Background: an optimization exercise with open tools, aiming at small area, a short achievable clock period and few clock cycles per item. Do not read the settings as production practice. The RTL was checked by simulation tests, not by an equivalence proof against the original design. Power and IR drop assume default switching activity.

==> inputs of 03-27 <==
// alu_exec_top
module alu_exec_top (
  input  logic                           in_clk,
  input  logic                           in_rst,
  input  logic [alu_pkg::APB_ADDR_W-1:0] paddr_i,
  input  logic                           psel_i,
  input  logic                           penable_i,
  input  logic                           pwrite_i,
  input  logic [alu_pkg::XLEN-1:0]       pwdata_i,
  output logic [alu_pkg::XLEN-1:0]       prdata_o,
  output logic                           pready_o,
  output logic                           pslverr_o
);
Settings: LEC_CHECK=0, CAP_MARGIN=20, CELL_PAD_IN_SITES_DETAIL_PLACEMENT=1, CELL_PAD_IN_SITES_GLOBAL_PLACEMENT=2, CORE_MARGIN=2, CORE_UTILIZATION=40, CTS_BUF_LIST=sky130_fd_sc_hd__clkbuf_8, CTS_CLUSTER_DIAMETER=50, CTS_CLUSTER_SIZE=16, PLACE_DENSITY=0.6, SETUP_SLACK_MARGIN=4, SLEW_MARGIN=20; clock period 8.0 ns.
standard.sh (not shown) runs the stock make flow with config.mk's settings and CLKGATE_MAP_FILE= SYNTH_SCRIPT=/design/flow/synth_recipe.tcl, a recipe that flattens the netlist after the stock synthesis.
==> flow/flow/run.sh <==
#!/bin/bash
# The standard layout, with the register file flops placed bit-sliced on
# the floorplan before global placement (flow/place_regs.tcl)
set -euo pipefail
R=orfs/results/sky130hd/alu_exec_top/base
bash standard.sh synth floorplan > make_floorplan.log 2>&1
ODB=$R/2_floorplan.odb openroad -no_init -exit flow/place_regs.tcl > place_regs.log 2>&1
bash standard.sh finish > make_finish.log 2>&1
==> flow/flow/place_regs.tcl <==
# Bit-sliced placement of the register file flops, done on the floorplan
# before global placement. The 31 words of each bit sit in one block of two
# flop columns, with a free column between them for the bit's read logic;
# the 32 blocks form an 8 x 4 array in the middle of the core. Flop columns
# sit between the tap cells (every 13.8 um across alternate rows), two sites
# clear of them on each side for the placement padding, so the
# flops land on legal sites. They are marked FIRM so placement keeps them.
set odb $::env(ODB)
read_db $odb
set blk [ord::get_db_block]

set rows {}
foreach r [$blk getRows] { lappend rows [list [lindex [$r getOrigin] 1] [$r getOrient]] }
set rows [lsort -integer -index 0 $rows]
set nrows [llength $rows]

# Tap x positions (all rows together), to find the flop columns between them
set tapx {}
foreach inst [$blk getInsts] {
  if {[string match *tap* [[$inst getMaster] getName]]} {
    lappend tapx [lindex [$inst getLocation] 0]
  }
}
set tapx [lsort -integer -unique $tapx]
set site 460
set fw 11040
set cols {}
for {set i 0} {$i < [llength $tapx] - 1} {incr i} {
  set x0 [expr {[lindex $tapx $i] + 3 * $site}]
  set x1 [lindex $tapx [expr {$i + 1}]]
  if {$x1 - $x0 >= $fw + 2 * $site} { lappend cols $x0 }
}
set ncols [llength $cols]
puts "flop columns: $ncols, rows: $nrows"

set nbx [expr {$ncols / 3}]
if {$nbx > 8} { set nbx 8 }
set nby [expr {(32 + $nbx - 1) / $nbx}]
set band 16
set gap 1
set total [expr {$nby * $band + ($nby - 1) * $gap}]
set row0 [expr {($nrows - $total) / 2}]
set col0 [expr {($ncols - 3 * $nbx) / 2}]
puts "blocks $nbx x $nby, first row $row0, first column $col0"

set placed 0
foreach inst [$blk getInsts] {
  set n [$inst getName]
  if {![regexp {regs\\\[(\d+)\\\]\\\[(\d+)\\\]} $n -> w b]} continue
  set bx [expr {$b % $nbx}]
  set by [expr {$b / $nbx}]
  set idx [expr {$w - 1}]
  set c [expr {$col0 + 3 * $bx + ($idx / $band == 0 ? 0 : 2)}]
  set r [expr {$row0 + $by * ($band + $gap) + $idx % $band}]
  set rowinfo [lindex $rows $r]
  $inst setOrient [lindex $rowinfo 1]
  $inst setLocation [lindex $cols $c] [lindex $rowinfo 0]
  $inst setPlacementStatus FIRM
  incr placed
}
puts "placed $placed register file flops"
write_db $odb
==> 02-14 (differences from 03-27) <==
--- a/flow/design.v
+++ b/flow/design.v
@@ -43,32 +43,34 @@
 );
   localparam int N = alu_pkg::NUM_REGS;
   localparam int W = alu_pkg::XLEN;
   logic [W-1:0] regs [1:N-1];
   logic [N-1:1] valid;
   logic [N-1:1] wsel;
   logic [N-1:1] rsel;
+  logic         fwd;
   for (genvar i = 1; i < N; i++) begin : g_word
     assign wsel[i] = we_i && (waddr_i == i);
-    assign rsel[i] = (raddr_i == i) && valid[i];
+    assign rsel[i] = (raddr_i == i) && valid[i] && !wsel[i];
     always_ff @(posedge in_clk or negedge in_rst) begin
       if (!in_rst) begin
         valid[i] <= 1'b0;
       end else if (wsel[i]) begin
         valid[i] <= 1'b1;
       end
     end
     always_ff @(posedge in_clk) begin
       if (wsel[i]) begin
         regs[i] <= wdata_i;
       end
     end
   end
+  assign fwd = we_i && (raddr_i == waddr_i) && (raddr_i != '0);
   always_comb begin
-    rdata_o = '0;
+    rdata_o = {W{fwd}} & wdata_i;
     for (int i = 1; i < N; i++) begin
       rdata_o = rdata_o | ({W{rsel[i]}} & regs[i]);
     end
   end
 endmodule
 `timescale 1ns/10ps
 module alu_decoder (
@@ -183,68 +185,64 @@
   input  logic                            in_clk,
   input  logic                            in_rst,
   input  logic [alu_pkg::APB_ADDR_W-1:0]  paddr_i,
   input  logic                            psel_i,
   input  logic                            penable_i,
   input  logic                            pwrite_i,
   input  logic [alu_pkg::XLEN-1:0]        pwdata_i,
-  input  logic [alu_pkg::CTL_W-1:0]        ctl_i,
+  input  logic [alu_pkg::CTL_W-1:0]       ctl_i,
   input  logic                            use_imm_i,
   input  logic                            lui_i,
   input  logic                            illegal_i,
   output logic                            pready_o,
   output logic                            pslverr_o,
   output logic                            access_o,
   output logic [alu_pkg::REG_ADDR_W-1:0]  raddr_s_o,
   output logic [alu_pkg::REG_ADDR_W-1:0]  rs2_o,
   output logic [alu_pkg::REG_ADDR_W-1:0]  wreg_o,
-  output logic                            bus_we_o,
+  output logic                            bus_wr_o,
   output logic                            alu_go_o,
-  output logic [alu_pkg::CTL_W-1:0]        ctl_o,
+  output logic [alu_pkg::CTL_W-1:0]       ctl_o,
   output logic                            use_imm_o,
   output logic                            lui_o
 );
-  logic setup;
   logic instr_hit;
   logic reg_hit;
   logic instr_ok;
   logic access_q;
   logic err_q;
   logic buswr_q;
   logic instr_q;
-  assign setup = psel_i & ~penable_i;
   assign instr_hit = (paddr_i == alu_pkg::ADDR_INSTR);
   assign reg_hit   = (paddr_i[alu_pkg::APB_ADDR_W-1:7] == 5'b00001) && (paddr_i[1:0] == 2'b00);
   assign instr_ok  = instr_hit & pwrite_i & ~illegal_i;
   assign raddr_s_o = paddr_i[7] ? paddr_i[6:2] : pwdata_i[19:15];
   always_ff @(posedge in_clk or negedge in_rst) begin
     if (!in_rst) begin
       access_q <= 1'b0;
       alu_go_o <= 1'b0;
     end else begin
-      access_q <= setup;
+      access_q <= psel_i & ~penable_i;
       alu_go_o <= access_q & instr_q;
     end
   end
   always_ff @(posedge in_clk) begin
-    if (setup) begin
-      err_q     <= ~(instr_ok | reg_hit);
-      buswr_q   <= reg_hit & pwrite_i;
-      instr_q   <= instr_ok & (pwdata_i[11:7] != '0);
-      wreg_o    <= paddr_i[7] ? paddr_i[6:2] : pwdata_i[11:7];
-      rs2_o     <= pwdata_i[24:20];
-      ctl_o     <= ctl_i;
-      use_imm_o <= use_imm_i;
-      lui_o     <= lui_i;
-    end
+    err_q     <= ~(instr_ok | reg_hit);
+    buswr_q   <= reg_hit & pwrite_i;
+    instr_q   <= instr_ok & (pwdata_i[11:7] != '0);
+    wreg_o    <= paddr_i[7] ? paddr_i[6:2] : pwdata_i[11:7];
+    rs2_o     <= pwdata_i[24:20];
+    ctl_o     <= ctl_i;
+    use_imm_o <= use_imm_i;
+    lui_o     <= lui_i;
   end
   assign access_o  = access_q;
   assign pready_o  = access_q;
   assign pslverr_o = err_q;
-  assign bus_we_o  = access_q & buswr_q;
+  assign bus_wr_o  = access_q & buswr_q;
 endmodule
 `timescale 1ns/10ps
 module alu_exec_top (
   input  logic                           in_clk,
   input  logic                           in_rst,
   input  logic [alu_pkg::APB_ADDR_W-1:0] paddr_i,
   input  logic                           psel_i,
@@ -252,34 +250,38 @@
   input  logic                           pwrite_i,
   input  logic [alu_pkg::XLEN-1:0]       pwdata_i,
   output logic [alu_pkg::XLEN-1:0]       prdata_o,
   output logic                           pready_o,
   output logic                           pslverr_o
 );
   localparam int W = alu_pkg::XLEN;
-  logic [alu_pkg::CTL_W-1:0]       dec_ctl;
+  logic [alu_pkg::CTL_W-1:0]      dec_ctl;
   logic                           dec_use_imm;
   logic                           dec_lui;
   logic                           dec_illegal;
-  logic [alu_pkg::CTL_W-1:0]       ctl;
+  logic [alu_pkg::CTL_W-1:0]      ctl;
   logic                           use_imm;
   logic                           lui;
   logic                           access;
   logic [alu_pkg::REG_ADDR_W-1:0] raddr_s;
   logic [alu_pkg::REG_ADDR_W-1:0] rs2;
   logic [alu_pkg::REG_ADDR_W-1:0] wreg;
   logic [alu_pkg::REG_ADDR_W-1:0] raddr;
-  logic                           bus_we;
+  logic                           bus_wr;
   logic                           alu_go;
-  logic [W-1:0]                   rf_rdata;
   logic [W-1:0]                   port;
   logic [W-1:0]                   imm;
   logic [W-1:0]                   opa_q;
+  logic                           byp_q;
+  logic [W-1:0]                   opa;
   logic [W-1:0]                   opb_q;
   logic [W-1:0]                   result;
+  logic                           wb_pend_q;
+  logic [alu_pkg::REG_ADDR_W-1:0] wb_addr_q;
+  logic [W-1:0]                   wb_data_q;
   alu_decoder u_decoder (
     .instr_i   (pwdata_i),
     .ctl_o     (dec_ctl),
     .use_imm_o (dec_use_imm),
     .lui_o     (dec_lui),
     .illegal_o (dec_illegal)
   );
@@ -297,39 +299,53 @@
     .illegal_i (dec_illegal),
     .pready_o  (pready_o),
     .pslverr_o (pslverr_o),
     .access_o  (access),
     .raddr_s_o (raddr_s),
     .rs2_o     (rs2),
     .wreg_o    (wreg),
-    .bus_we_o  (bus_we),
+    .bus_wr_o  (bus_wr),
     .alu_go_o  (alu_go),
     .ctl_o     (ctl),
     .use_imm_o (use_imm),
     .lui_o     (lui)
   );
   assign raddr = access ? rs2 : raddr_s;
   alu_regfile u_regfile (
     .in_clk  (in_clk),
     .in_rst  (in_rst),
     .raddr_i (raddr),
-    .we_i    (alu_go | bus_we),
-    .waddr_i (wreg),
-    .wdata_i (alu_go ? result : pwdata_i),
-    .rdata_o (rf_rdata)
+    .we_i    (wb_pend_q),
+    .waddr_i (wb_addr_q),
+    .wdata_i (wb_data_q),
+    .rdata_o (port)
   );
-  assign port = (alu_go && raddr == wreg) ? result : rf_rdata;
   assign imm = lui ? {pwdata_i[31:12], 12'b0} : {{(W-12){pwdata_i[31]}}, pwdata_i[31:20]};
+  assign opa = byp_q ? wb_data_q : opa_q;
   always_ff @(posedge in_clk) begin
     if (!access) begin
-      opa_q <= port;
+      byp_q <= alu_go && (raddr == wreg);
     end
+    opa_q <= access ? opa : port;
     opb_q <= use_imm ? imm : port;
   end
-  assign prdata_o = opa_q;
+  assign prdata_o = opa;
   alu_execute u_execute (
     .ctl_i    (ctl),
     .opa_i    (opa_q),
     .opb_i    (opb_q),
     .result_o (result)
   );
+  always_ff @(posedge in_clk or negedge in_rst) begin
+    if (!in_rst) begin
+      wb_pend_q <= 1'b0;
+    end else begin
+      wb_pend_q <= alu_go | bus_wr;
+    end
+  end
+  always_ff @(posedge in_clk) begin
+    if (alu_go || bus_wr) begin
+      wb_addr_q <= wreg;
+      wb_data_q <= alu_go ? result : pwdata_i;
+    end
+  end
 endmodule
==> flow/flow/run.sh (replaced) <==
#!/bin/bash
# The standard layout with extra ORFS settings on make's command line
set -euo pipefail
bash standard.sh 'BUFFER_PORTS_ARGS=-buffer_cell sky130_fd_sc_hd__buf_4' finish > make_finish.log 2>&1
Settings changed: CORE_UTILIZATION 40 to 47, CTS_CLUSTER_DIAMETER 50 to 45, CTS_CLUSTER_SIZE 16 to 20, PLACE_DENSITY 0.6 to 0.65.
removed: flow/flow/place_regs.tcl
==> 08-07 (differences from 03-27) <==
==> flow/run.sh (new file) <==
#!/bin/bash
# synth_recipe.tcl (not shown) runs the flow's synth.tcl, then flattens the netlist and writes it again
# the make line also repeats each setting of config.mk as NAME=value (left out here)
make -C /OpenROAD-flow-scripts/flow DESIGN_CONFIG=/design/flow/config.mk WORK_HOME=/design/flow/orfs CLKGATE_MAP_FILE= SYNTH_SCRIPT=/design/flow/synth_recipe.tcl finish
Settings changed: PLACE_DENSITY 0.6 to 0.72.
removed: flow/flow/run.sh
removed: flow/flow/place_regs.tcl
removed: flow/standard.sh
==> comparison table <==
Outcome: 08-07 complete, no violations; 03-27 complete, no violations; 02-14 complete, no violations
Detailed-route via count: 08-07 36610; 03-27 40450; 02-14 34980
Number of combinational gates with multiple inputs: 08-07 1998; 03-27 2015; 02-14 1811
Source-to-sink clock delay at the later pin of the worst-skew pair: 08-07 0.82 ns; 03-27 0.84 ns; 02-14 0.87 ns
Cell Count, Final, Fillers Out: 08-07 5413; 03-27 5413; 02-14 4959
Met2 routing resource usage after global routing: 08-07 0.5533; 03-27 0.4767; 02-14 0.5626
Share of the cycle needed by the critical path after routing: 08-07 0.5300; 03-27 0.5313; 02-14 0.5076
Met1 usage: 08-07 0.4291; 03-27 0.4826; 02-14 0.5654
Count of H-tree levels built during CTS: 08-07 3; 03-27 3; 02-14 4
Sequential Power Share: 08-07 0.491; 03-27 0.496; 02-14 0.568
Detail-routed net length per standard cell: 08-07 40.98 um; 03-27 45.95 um; 02-14 42.23 um
Total power: 08-07 13980 uW; 03-27 13880 uW; 02-14 11410 uW
Peak-usage layer in the global routing report: 08-07 met2; 03-27 met1; 02-14 met1
Number of global-route vias before repair: 08-07 36190; 03-27 34240; 02-14 33960
Mapped Nets: 08-07 3554; 03-27 3554; 02-14 3399
Arithmetic-cell share of the synthesized area counting full adders, half adders and majority gates: 08-07 0.02489; 03-27 0.02489; 02-14 0.02474
Worst-case clock skew: 08-07 0.06067 ns; 03-27 0.08537 ns; 02-14 0.04903 ns
Worst ir drop on vdd: 08-07 116.5 uV; 03-27 131.3 uV; 02-14 183.3 uV
Slew Limit Headroom: 08-07 0.2022; 03-27 0.1122; 02-14 0.2856
Multi-input gate area: 08-07 0.01644 mm^2; 03-27 0.01636 mm^2; 02-14 0.01485 mm^2
Area of the mapped netlist: 08-07 0.04856 mm^2; 03-27 0.04856 mm^2; 02-14 0.04885 mm^2
Sort of element at the start of the critical path: 08-07 input port; 03-27 flop; 02-14 flop
Effective utilization at floorplan: 08-07 0.4043; 03-27 0.4043; 02-14 0.4727
Worst Hold End: 08-07 u_regfile.valid[2]; 03-27 u_regfile.valid[8]; 02-14 wb_addr_q[0]
Core Footprint: 08-07 0.1201 mm^2; 03-27 0.1201 mm^2; 02-14 0.1033 mm^2
Testbench counts of 03-27, summed over its fixed seeds: cycles 49,008, transfers 24,504.
Testbench counts of 02-14, summed over its fixed seeds: cycles 49,008, transfers 24,504.
Testbench counts of 08-07, summed over its fixed seeds: cycles 49,008, transfers 24,504.

## re-timing with driven ports
The flow's constraints put no driver on any port. The routed layouts listed below were extracted and timed again, unchanged, in two steps. Step 1 sets driving cells, clkbuf_16 on the clock port and buf_2 on the other inputs (assumed; they add their load-dependent delay and slew). Step 2 times the ports against the registers' clock, not the clock port: input delays grow and output delays shrink by t, the midpoint of the rising clock arrivals with the driver on. Three values: no drivers, after step 1, after step 2; two values: the first two.
run	shift t [ns]	setup WS [ns]	worst slew at a driven data input, ns	pins driven straight from the clock port
03-27	0.871	3.750 / 3.750 / 2.953	0.07	1
02-14	0.910	3.939 / 3.939 / 3.060	0.05	1
08-07	0.857	3.760 / 3.778 / 2.922	0.14	1
After both steps setup and hold are still met in every run listed. For 02-14, which loses most, drivers alone change the setup slack by 0.000 ns; drivers and shift together by -0.879 ns.
